This design comes from an exercise in tuning for a short achievable clock period and few clock cycles on the open sky130 flow, not from production work. Only simulation tests tie the RTL to the original design; equivalence was not proved. The flow treats the clock pin as an ideal source, which a real chip does not have. No activity file was given, so power comes from the tool's default toggle rates.

Setup of alpha:
==> flow/design.v (excerpt) <==
module lc3b_cache (
	input wire logic clk,
	input wire logic rst_n,
	input wire logic mem_read,
	input wire logic mem_write,
	input logic [16-1:0] mem_address,
	input logic [16-1:0] mem_wdata,
	input logic [1:0] mem_byte_enable,
	output logic [16-1:0] mem_rdata,
	output logic mem_resp,
	output logic pmem_read,
	output logic pmem_write,
	output logic [9+3-1:0] pmem_address,
	output logic [128-1:0] pmem_wdata,
	input logic [128-1:0] pmem_rdata,
	input wire logic pmem_resp
	);
clock: 7.0 ns
lec_check: 0
cap_margin: 20
core_margin: 2
core_utilization: 60
setup_slack_margin: 4.4
slew_margin: 80
synth_hierarchical: 1
standard.sh (not shown) runs the stock make flow with config.mk's settings and CLKGATE_MAP_FILE= SYNTH_SCRIPT=/design/flow/synth_recipe.tcl, a recipe that flattens the netlist after the stock synthesis.
==> flow/flow/run.sh <==
#!/bin/bash
# Own layout flow: the standard ORFS flow (the standard.sh, with its
# synthesis unchanged), with
# - the port buffers made as buf_8 cells instead of the small delay buffers
#   buffer_ports picks by default,
# - the resizer free to change a cell's footprint,
# - a fanout limit set before each repair step (flow/max_fanout.tcl).
# Each step's full log is kept by ORFS under orfs/logs/; make's own output
# goes to make_finish.log here.
set -euo pipefail
W=$(pwd)
MF="$W/flow/max_fanout.tcl"
bash "$W/standard.sh" \
	MATCH_CELL_FOOTPRINT=0 \
	"BUFFER_PORTS_ARGS=-buffer_cell sky130_fd_sc_hd__buf_8" \
	PRE_RESIZE_TCL="$MF" \
	PRE_CTS_TCL="$MF" \
	PRE_GLOBAL_ROUTE_TCL="$MF" \
	finish > "$W/make_finish.log" 2>&1
==> flow/flow/max_fanout.tcl <==
# Limit the fanout the resizer leaves on any net, so that high-fanout nets
# (the address bits and their decoded selects) get balanced buffer trees
# instead of chains of slew-repair buffers.
set_max_fanout 16 [current_design]
alpha finished every step from synthesis to the final layout, and the layout passed the timing, design-rule and antenna checks.
Testbench counts of alpha, summed over its fixed seeds: cycles 70,052.
Setup changes, alpha to delta
--- a/flow/design.v
+++ b/flow/design.v
@@ -349,15 +349,17 @@
 logic [2:0] word;
 logic req;
 assign req_tag = mem_address[15:7];
 assign index = mem_address[6:4];
 assign word = mem_address[3:1];
 assign req = mem_read | mem_write;
 logic [SETS-1:0] idx_oh;
+logic [7:0] word_oh;
 dec3_oh u_idx_dec (.a(index), .oh(idx_oh));
+dec3_oh u_word_dec (.a(word), .oh(word_oh));
 logic e_busy;
 assign e_busy = e_wb | e_fill;
 logic fill_now;
 assign fill_now = e_fill & pmem_resp;
 logic pend;
 assign pend = e_busy && (index == f_idx);
 logic [TB*SETS-1:0] tags_flat;
@@ -383,16 +385,16 @@
 	dec3_oh u_dec (.a(word), .oh(w_oh));
 	sel8_oh #(.W(WB)) u_word (.oh(w_oh), .d(data_array[i]), .y(words_flat[WB*i +: WB]));
 end
 logic [1:0] e_arr, r_en;
 assign e_arr = {2{rd_wait}} & ~wmask_q;
 assign r_en = ~e_arr;
 logic [7:0] arr_oh_lo, arr_oh_hi;
-dec3en_oh u_arr_dec_lo (.a(wc_word), .en(e_arr[0]), .oh(arr_oh_lo));
-dec3en_oh u_arr_dec_hi (.a(wc_word), .en(e_arr[1]), .oh(arr_oh_hi));
+dec3en_oh u_arr_dec_lo (.a(word), .en(e_arr[0]), .oh(arr_oh_lo));
+dec3en_oh u_arr_dec_hi (.a(word), .en(e_arr[1]), .oh(arr_oh_hi));
 logic [WB-1:0] arrive_word;
 sel8_oh #(.W(8)) u_arrive_lo (.oh(arr_oh_lo), .d(lo_bytes), .y(arrive_word[7:0]));
 sel8_oh #(.W(8)) u_arrive_hi (.oh(arr_oh_hi), .d(hi_bytes), .y(arrive_word[15:8]));
 logic [8*SETS-1:0] lo_words, hi_words;
 for (genvar i = 0; i < SETS; i++) begin : g_half
 	assign lo_words[8*i +: 8] = words_flat[WB*i +: 8];
 	assign hi_words[8*i +: 8] = words_flat[WB*i+8 +: 8];
Notes after the runs:
- Summary: worst hold slack, delta better than alpha
- delta -> alpha: area share of fa/ha/maj cells after synthesis flat
- Compared to alpha, delta has met2 track utilization from global routing 2.2 points lower.
- In delta, the ratio of cells with drive above 1 in the final layout came out 0.74 points below the value in alpha.
- Clock-buffer cell count, delta and alpha, lower one = alpha.
- Going from alpha to delta, via count lower; total power of the final layout lost about 1.8%.
- Side by side, clock skew turned out lower in delta than in alpha.
- Row routed wire length: delta lower / alpha higher
- | post-layout instance area | delta vs alpha | 2.0% lower |
Testbench counts of delta, summed over its fixed seeds: cycles 70,052.

[afterwards: timing with drivers on the ports]
The flow's constraints put no driver on any port. The routed layouts listed below were extracted and timed again, unchanged, in two steps. Step 1: set_driving_cell puts a clkbuf_16 on clk and a buf_2 on each other input, an assumption about the parent block. Step 2 times the ports against the registers' clock, not the clock port: input delays grow and output delays shrink by t, the midpoint of the rising clock arrivals with the driver on. Slacks: ideal / step 1 / step 2; pairs: ideal / step 1.
run | shift t [ns] | setup slack, ns | worst setup path after step 2 | latest minus earliest clock arrival (ns) | worst slew at a driven data input, ns
alpha | 0.907 | 4.117 / 4.122 / 3.252 | input to register | 0.045 / 0.045 | 0.19
delta | 0.885 | 4.208 / 4.171 / 3.357 | input to register | 0.041 / 0.041 | 0.21
After both steps setup and hold are still met in every run listed. For alpha, which loses most, drivers alone change the setup slack by +0.005 ns; drivers and shift together by -0.865 ns.
